What follows belongs to an exercise in optimizing a design on an open flow for small area, a short achievable clock period and few clock cycles per item; a production flow would make more cautious choices.
RTL that was checked went through simulation tests only; none was proved equivalent to the original.
No activity file was given, so power comes from the tool's default toggle rates.

== ember ==
==> flow/design.v (excerpt) <==
module pkt_lkp_top
(
    input  logic      clk,
    input  logic      rst_i,
    input  logic      b2c_pkt_vld_i,
    input  logic      b2c_pkt_lkp_en_i,
    input  pkt_lkp_pkg::lkp_info_t b2c_pkt_lkp_info_i,
    input  pkt_lkp_pkg::odr_id_t   b2c_pkt_odr_id_i,
    input  logic      b2c_pkt_so_i,
    input  pkt_lkp_pkg::payload_t  b2c_pkt_payload_i,
    output logic      c2b_pkt_rdy_o,
    output logic      c2a_lkp_vld_o,
    output pkt_lkp_pkg::lkp_info_t c2a_lkp_info_o,
    output pkt_lkp_pkg::req_id_t   c2a_lkp_req_id_o,
    input  logic      a2c_lkp_rdy_i,
    input  logic      a2c_lkp_rsp_vld_i,
    input  pkt_lkp_pkg::req_id_t   a2c_lkp_rsp_id_i,
    input  pkt_lkp_pkg::lkp_info_t a2c_lkp_rslt_i,
    output logic      c2d_pkt_vld_o,
    output pkt_lkp_pkg::lkp_info_t c2d_pkt_lkp_rslt_o,
    output pkt_lkp_pkg::odr_id_t   c2d_pkt_odr_id_o,
    output logic      c2d_pkt_so_o,
    output pkt_lkp_pkg::payload_t  c2d_pkt_payload_o,
    input  logic      d2c_pkt_rdy_i
);
clock: 4.0 ns
lec_check: 0
cap_margin: 20
core_margin: 2
core_utilization: 40
setup_slack_margin: 2.0
slew_margin: 20
tns_end_percent: 100
run.sh (not shown) runs the stock make flow with config.mk's settings and CLKGATE_MAP_FILE= SYNTH_SCRIPT=/design/flow/synth_recipe.tcl, a recipe that flattens the netlist after the stock synthesis.
Input changes introduced in cedar (baseline for comparison: ember):
- SETUP_SLACK_MARGIN now 2.5, was 2.0
Findings:
- ember | status: complete | timing, DRC, antenna: pass
- cedar ended with every stage complete and zero timing, DRC or antenna violations.
- | pin count of the biggest net entering global routing | cedar vs ember | 49% lower |
- Of ember and cedar, ember shows the lower final worst-path cycle share, with cedar above it.
- From ember to cedar, synthesized cell count did not move at all.
- Diff ember and cedar: combinational group share of total power higher in cedar
No run of this note included a check of the RTL's function; only the layout flow was run.

---

Another version of the RTL of pkt_lkp_top (not shown whole).
For scale: about 3400 µm² of cells after synthesis.
==> flow/config.mk <==
export PLATFORM = sky130hd
export DESIGN_NAME = pkt_lkp_top
export DESIGN_NICKNAME = pkt_lkp_top
export VERILOG_FILES = /design/flow/design.v
export SDC_FILE = /design/flow/constraint.sdc
export NUM_CORES = 4
export LEC_CHECK = 0
export ABC_AREA = 1
export CAP_MARGIN = 20
export CORE_MARGIN = 2
export CORE_UTILIZATION = 40
export CTS_CLUSTER_DIAMETER = 100
export CTS_CLUSTER_SIZE = 30
export SETUP_SLACK_MARGIN = 2.0
export SLEW_MARGIN = 20
export TNS_END_PERCENT = 100
==> flow/constraint.sdc <==
create_clock -name core_clock -period 4.0 [get_ports {clk}]
set_input_delay 0.8000 -clock core_clock [delete_from_list [all_inputs] [get_ports {clk}]]
set_output_delay 0.8000 -clock core_clock [all_outputs]
set_load 0.01 [all_outputs]
standard.sh (not shown) runs the stock make flow with config.mk's settings and CLKGATE_MAP_FILE= SYNTH_SCRIPT=/design/flow/synth_recipe.tcl, a recipe that flattens the netlist after the stock synthesis.
==> flow/flow/run.sh <==
#!/bin/bash
# Standard layout, with plain buffers on the ports and footprint-free resizing.
set -euo pipefail
bash standard.sh MATCH_CELL_FOOTPRINT=0 "BUFFER_PORTS_ARGS=-buffer_cell sky130_fd_sc_hd__buf_1" finish > make_finish.log 2>&1
The first run passed the timing, design-rule and antenna checks.
Testbench counts at the start, summed over its fixed seeds: cycles 25,812, items 3,200.
==> next run, changes <==
- ABC_AREA: 1 -> unset
- CORE_UTILIZATION: 40 -> 55
- SETUP_SLACK_MARGIN: 2.0 -> 2.2
The changed run completed without violations; count of clock-buffer cells in the layout decreases by 1; clock skew hardly moves; synthesized area decreases by 4.8%.

---

build 6:
pkt_lkp_top, a different RTL version from the one above (not shown whole).
Size: ~1,300 cells after synthesis, ~250 I/O pins, roughly 19,000 µm² of cells after synthesis.
==> flow/config.mk <==
export PLATFORM = sky130hd
export DESIGN_NAME = pkt_lkp_top
export DESIGN_NICKNAME = pkt_lkp_top
export VERILOG_FILES = /design/flow/design.v
export SDC_FILE = /design/flow/constraint.sdc
export NUM_CORES = 4
export LEC_CHECK = 0
export CAP_MARGIN = 20
export CORE_MARGIN = 2
export CORE_UTILIZATION = 40
export CTS_CLUSTER_DIAMETER = 80
export CTS_CLUSTER_SIZE = 22
export SETUP_SLACK_MARGIN = 2.0
export SLEW_MARGIN = 20
export TNS_END_PERCENT = 100
==> flow/constraint.sdc <==
create_clock -name core_clock -period 4.0 [get_ports {clk}]
set_input_delay 0.8000 -clock core_clock [delete_from_list [all_inputs] [get_ports {clk}]]
set_output_delay 0.8000 -clock core_clock [all_outputs]
set_load 0.01 [all_outputs]
Scripts as last shown in full above: flow/flow/run.sh
Testbench counts of build 6, summed over its fixed seeds: cycles 8,406, items 3,200.
Inputs modified between build 6 and build 31:
--- a/flow/config.mk
+++ b/flow/config.mk
@@ -7,0 +8 @@
+export ABC_AREA = 1
### Flow results
- Measured against each other, build 6 and build 31 differ in sequential share of power, the higher figure coming from build 6.
- Going from build 6 to build 31, worst hold margin shrinks by 45 ps.
- For the area of all placed cells without fillers, build 31 came in 2.2% higher than build 6 did.
- Going from build 6 to build 31, the layout buffering overhead excluding clock cells was found to have gone up by 0.45 points.
- For build 31, the slowest stage cell on the critical path was sky130_fd_sc_hd__dfxtp_2, unlike build 6, where it was sky130_fd_sc_hd__dfxtp_1.
- Sequential share of layout area: build 31 vs build 6 down 1.4 points
Relative to build 31, the following input files were edited for build 82:
--- a/flow/config.mk
+++ b/flow/config.mk
@@ -8 +7,0 @@
-export ABC_AREA = 1
@@ -12,2 +11,2 @@
-export CTS_CLUSTER_DIAMETER = 80
-export CTS_CLUSTER_SIZE = 22
+export CTS_CLUSTER_DIAMETER = 100
+export CTS_CLUSTER_SIZE = 30
### Flow results
- Build 82 finished every step from synthesis to the final layout, and the layout passed the timing, design-rule and antenna checks.
- Library cell contributing the largest single delay on the critical path: sky130_fd_sc_hd__dfxtp_2 -> build 31, sky130_fd_sc_hd__dfxtp_1 -> build 82
- Lower post-route fraction of the period consumed by the critical path goes to build 31 over build 82.
- Build 82: worst slack on hold paths is 22 ps higher than what build 31 reported.
- Cell area was lower in build 82 than in build 31.
- Per the comparison of build 82 with build 31, wire length of the first global-routing pass down 5.5%, final wirelength down 6.1%, total leakage power down about 18%.

---

JK:
Another version of the RTL of pkt_lkp_top (not shown whole).
For scale: roughly 94 flip-flops, roughly 250 I/O pins, about 3500 µm² of cells after synthesis.
// pkt_lkp_top
module pkt_lkp_top
(
    input  logic      clk,
    input  logic      rst_i,
    input  logic      b2c_pkt_vld_i,
    input  logic      b2c_pkt_lkp_en_i,
    input  pkt_lkp_pkg::lkp_info_t b2c_pkt_lkp_info_i,
    input  pkt_lkp_pkg::odr_id_t   b2c_pkt_odr_id_i,
    input  logic      b2c_pkt_so_i,
    input  pkt_lkp_pkg::payload_t  b2c_pkt_payload_i,
    output logic      c2b_pkt_rdy_o,
    output logic      c2a_lkp_vld_o,
    output pkt_lkp_pkg::lkp_info_t c2a_lkp_info_o,
    output pkt_lkp_pkg::req_id_t   c2a_lkp_req_id_o,
    input  logic      a2c_lkp_rdy_i,
    input  logic      a2c_lkp_rsp_vld_i,
    input  pkt_lkp_pkg::req_id_t   a2c_lkp_rsp_id_i,
    input  pkt_lkp_pkg::lkp_info_t a2c_lkp_rslt_i,
    output logic      c2d_pkt_vld_o,
    output pkt_lkp_pkg::lkp_info_t c2d_pkt_lkp_rslt_o,
    output pkt_lkp_pkg::odr_id_t   c2d_pkt_odr_id_o,
    output logic      c2d_pkt_so_o,
    output pkt_lkp_pkg::payload_t  c2d_pkt_payload_o,
    input  logic      d2c_pkt_rdy_i
);
Settings: LEC_CHECK=0, CAP_MARGIN=20, CORE_MARGIN=2, CORE_UTILIZATION=40, CTS_CLUSTER_DIAMETER=100, CTS_CLUSTER_SIZE=30, SETUP_SLACK_MARGIN=1.8, SLEW_MARGIN=20, TNS_END_PERCENT=100; clock period 4.0 ns.
Scripts as last shown in full above: flow/flow/run.sh
JK: no failed stages, no open violations at the end
For PW, these inputs were changed with respect to JK:
- swapping 1.8 for 1.5 in SETUP_SLACK_MARGIN
When PW is set beside JK, its total number of vias turns out to be 1.3% smaller. Ratio of final minimum period to clock period up 4.4 points in PW wrt JK. For switching share of power, PW and JK come out practically identical. The higher power density of the placed cells of JK and PW is in PW. The estimated power of PW ends up lower than the estimate for JK. When PW is set beside JK, its average routed wire per standard cell turns out to be 1.2% smaller. Re minimum clock period: JK was lower than PW. Per the comparison of PW with JK, count of clock-buffer cells in the layout roughly the same, worst voltage drop across the vdd grid lower, routing usage on met2 lower. Going from JK to PW, number of non-clock buffers shrank by a few percent.
Function was not checked in any run of this note: the RTL went through the layout flow alone.

---

pkt_lkp_top, a different RTL version from the one above (not shown whole).
For scale: about 210 cells after synthesis, about 93 flip-flops, ~250 I/O pins, roughly 3400 sq um of cells after synthesis.
Settings: LEC_CHECK=0, CAP_MARGIN=20, CORE_MARGIN=2, CORE_UTILIZATION=40, CTS_CLUSTER_DIAMETER=100, CTS_CLUSTER_SIZE=30, SETUP_SLACK_MARGIN=2.0, SLEW_MARGIN=20, TNS_END_PERCENT=100; clock period 4.0 ns.
Scripts as last shown in full above: flow/flow/run.sh
The baseline finished clean.
Testbench counts at the start, summed over its fixed seeds: cycles 23,435, items 3,200.
Rerun with:
ABC_CLOCK_PERIOD_IN_PS = 1500   (was not set)
Result: Worst setup slack is unchanged; total power is unchanged; routed wire length stays the same; via count does not change; design area stays the same; synthesized area does not change; clock skew stays the same; non-clock buffer count does not change.

---

build 69:
Another version of the RTL of pkt_lkp_top (not shown whole).
Size in the first run: about 350 cells after synthesis, ~91 flip-flops, roughly 250 I/O pins.
Design pkt_lkp_top, start of the top module:
module pkt_lkp_top
(
    input  logic      clk,
    input  logic      rst_i,
    input  logic      b2c_pkt_vld_i,
    input  logic      b2c_pkt_lkp_en_i,
    input  pkt_lkp_pkg::lkp_info_t b2c_pkt_lkp_info_i,
    input  pkt_lkp_pkg::odr_id_t   b2c_pkt_odr_id_i,
    input  logic      b2c_pkt_so_i,
    input  pkt_lkp_pkg::payload_t  b2c_pkt_payload_i,
    output logic      c2b_pkt_rdy_o,
    output logic      c2a_lkp_vld_o,
    output pkt_lkp_pkg::lkp_info_t c2a_lkp_info_o,
    output pkt_lkp_pkg::req_id_t   c2a_lkp_req_id_o,
    input  logic      a2c_lkp_rdy_i,
    input  logic      a2c_lkp_rsp_vld_i,
    input  pkt_lkp_pkg::req_id_t   a2c_lkp_rsp_id_i,
    input  pkt_lkp_pkg::lkp_info_t a2c_lkp_rslt_i,
    output logic      c2d_pkt_vld_o,
    output pkt_lkp_pkg::lkp_info_t c2d_pkt_lkp_rslt_o,
    output pkt_lkp_pkg::odr_id_t   c2d_pkt_odr_id_o,
    output logic      c2d_pkt_so_o,
    output pkt_lkp_pkg::payload_t  c2d_pkt_payload_o,
    input  logic      d2c_pkt_rdy_i
);
    localparam int RW = pkt_lkp_pkg::LKP_INFO_W;
    logic          empty_q;
    logic          req_q;
    logic          full_d, done_d, req_d;
    logic          accept, take_lkp;
    logic [RW-1:0] rslt_d;
    assign c2b_pkt_rdy_o = empty_q;
    assign accept        = b2c_pkt_vld_i && empty_q;
    assign take_lkp      = accept && b2c_pkt_lkp_en_i;
    assign c2a_lkp_vld_o    = req_q;
    assign c2a_lkp_info_o   = c2d_pkt_lkp_rslt_o;
    assign c2a_lkp_req_id_o = '0;
    always_comb
    begin
        req_d = req_q;
  ...
clock: 4.0 ns
lec_check: 0
cap_margin: 20
core_margin: 2
core_utilization: 55
cts_cluster_diameter: 100
cts_cluster_size: 30
setup_slack_margin: 2.4
slew_margin: 20
tns_end_percent: 100
Scripts as last shown in full above: flow/flow/run.sh
Testbench counts of build 69, summed over its fixed seeds: cycles 29,004, items 3,200.
Inputs modified between build 69 and build 75:
- CTS_CLUSTER_SIZE: 30 -> 100
- CTS_CLUSTER_DIAMETER: 100 -> 500
- SETUP_SLACK_MARGIN: 2.4 -> 2.2
- Compared with build 69, build 75 shows a lower leakage power total.
- Amount of wire on met2 after detailed routing is higher on build 69
- Diff build 69 -> build 75: final worst slack grew by 0.035 ns, share of power burned in the clock network rose 2.2 points.
- Startpoint of the most critical setup path = c2d_pkt_lkp_rslt_o[8]: build 75; startpoint of the most critical setup path = rst_i: build 69
Changes in build 36 relative to build 75:
- CORE_UTILIZATION now 70, was 55
- CTS_CLUSTER_DIAMETER now 100, was 500
- CTS_CLUSTER_SIZE now 30, was 100
Findings:
From build 75 to build 36 the numbers moved as follows: fraction of standard cell area in multi-input logic has decreased, first-iteration DRC count went up 69, count of plain and timing-repair buffers went up about 1.7%, area overhead of the layout relative to synthesis shows an increase of 1.5 points. Summary of build 36 over build 75: final area now larger; clock network power share rose 3.8 points.
[inputs] build 80 vs build 36
- SETUP_SLACK_MARGIN changed from 2.2 to 2.3
- CORE_UTILIZATION changed from 70 to 55
Build 80 ends up with a minimum period implied by the final worst setup slack that is 0.067 ns lower than in build 36.
Build 80 improves on build 36 in routed wire length.
| minimum setup slack in the final design | lower: build 36 |
Of the two values seen for capture point of the worst path, c2d_pkt_payload_o[52] was produced by build 80 and c2a_lkp_info_o[7] by build 36.
Looking at full die area, build 80 sits about 26% above build 36.
Against build 36 as the reference, build 80 delivers a higher area added between synthesis and finish.
Build 80 closes out successfully: all stages finished, all timing, DRC and antenna checks passed.
The following lists how build 63 was set up differently from build 80:
- SETUP_SLACK_MARGIN: 2.3 -> 2.2
==> flow/flow/run.sh <==
#!/bin/bash
# Standard layout, with plain buffers on the ports, footprint-free resizing
# and a clock tree without sink clustering.
set -euo pipefail
bash standard.sh MATCH_CELL_FOOTPRINT=0 "BUFFER_PORTS_ARGS=-buffer_cell sky130_fd_sc_hd__buf_1" \
  "CTS_ARGS=-repair_clock_nets -buf_list sky130_fd_sc_hd__clkbuf_16 -root_buf sky130_fd_sc_hd__clkbuf_16 -distance_between_buffers 500" \
  finish > make_finish.log 2>&1
--- outcome ---
- Antenna cell count of build 80 is on par with build 63.
- Diff build 80 -> build 63: global-route wire length before repair dropped 260 um, final cell count dropped about 0.8%, latest clock arrival within the worst-skew pair barely changed, minimum clock period climbed 0.020 ns.
- Changes observed in build 63 relative to build 80: fraction of power spent switching nets moved down; total power of the final layout moved up; total routing resource utilization after global routing moved down; met3 usage in global routing level.

-- port drivers added, routing unchanged --
The flow's constraints put no driver on any port. The routed layouts listed below were extracted and timed again, unchanged, in two steps. Step 1: set_driving_cell puts a clkbuf_16 on clk and a buf_2 on each other input, an assumption about the parent block. Step 2 moves the port delays by t, midway between the first and last clock arrival at a register: inputs arrive t later, outputs are due t later. That takes back most of the time a late clock gives input paths. Three values: ideal ports, drivers, drivers and shift; two values: the first two.
run | t, ns | slack for setup (ns) | worst register clock-pin slew, ns | worst slew at a driven data input, ns | pins driven straight from the clock port
ember | 0.643 | 1.963 / 1.916 / 1.397 | 0.06 / 0.06 | 0.08 | 1
cedar | 0.641 | 1.921 / 1.921 / 1.328 | 0.06 / 0.06 | 0.11 | 1
the first run of note 2 | 0.376 | 2.026 / 2.004 / 1.906 | 0.10 / 0.10 | 0.05 | 1
the second run of note 2 | 0.363 | 2.001 / 1.950 / 1.762 | 0.09 / 0.09 | 0.06 | 1
build 6 | 0.601 | 2.055 / 2.001 / 1.527 | 0.09 / 0.09 | 0.09 | 1
build 31 | 0.641 | 2.061 / 2.009 / 1.461 | 0.09 / 0.09 | 0.09 | 1
build 82 | 0.615 | 2.051 / 2.000 / 1.508 | 0.12 / 0.12 | 0.09 | 1
JK | 0.369 | 1.738 / 1.705 / 1.598 | 0.09 / 0.09 | 0.06 | 1
PW | 0.368 | 1.561 / 1.538 / 1.538 | 0.09 / 0.09 | 0.06 | 1
the first run of note 5 | 0.369 | 1.609 / 1.576 / 1.576 | 0.09 / 0.09 | 0.05 | 1
the second run of note 5 | 0.369 | 1.609 / 1.576 / 1.576 | 0.09 / 0.09 | 0.05 | 1
build 69 | 0.365 | 2.261 / 2.244 / 1.878 | 0.09 / 0.09 | 0.06 | 1
build 75 | 0.364 | 2.297 / 2.266 / 1.994 | 0.08 / 0.08 | 0.05 | 1
build 36 | 0.377 | 2.263 / 2.234 / 1.904 | 0.09 / 0.09 | 0.06 | 1
build 80 | 0.365 | 2.330 / 2.299 / 2.011 | 0.09 / 0.09 | 0.05 | 1
build 63 | 0.353 | 2.310 / 2.279 / 1.975 | 0.06 / 0.06 | 0.05 | 1
After both steps every run listed still meets setup and hold. The setup slack of build 31, which loses most, moves by -0.052 ns with the drivers and by -0.600 ns with both steps.
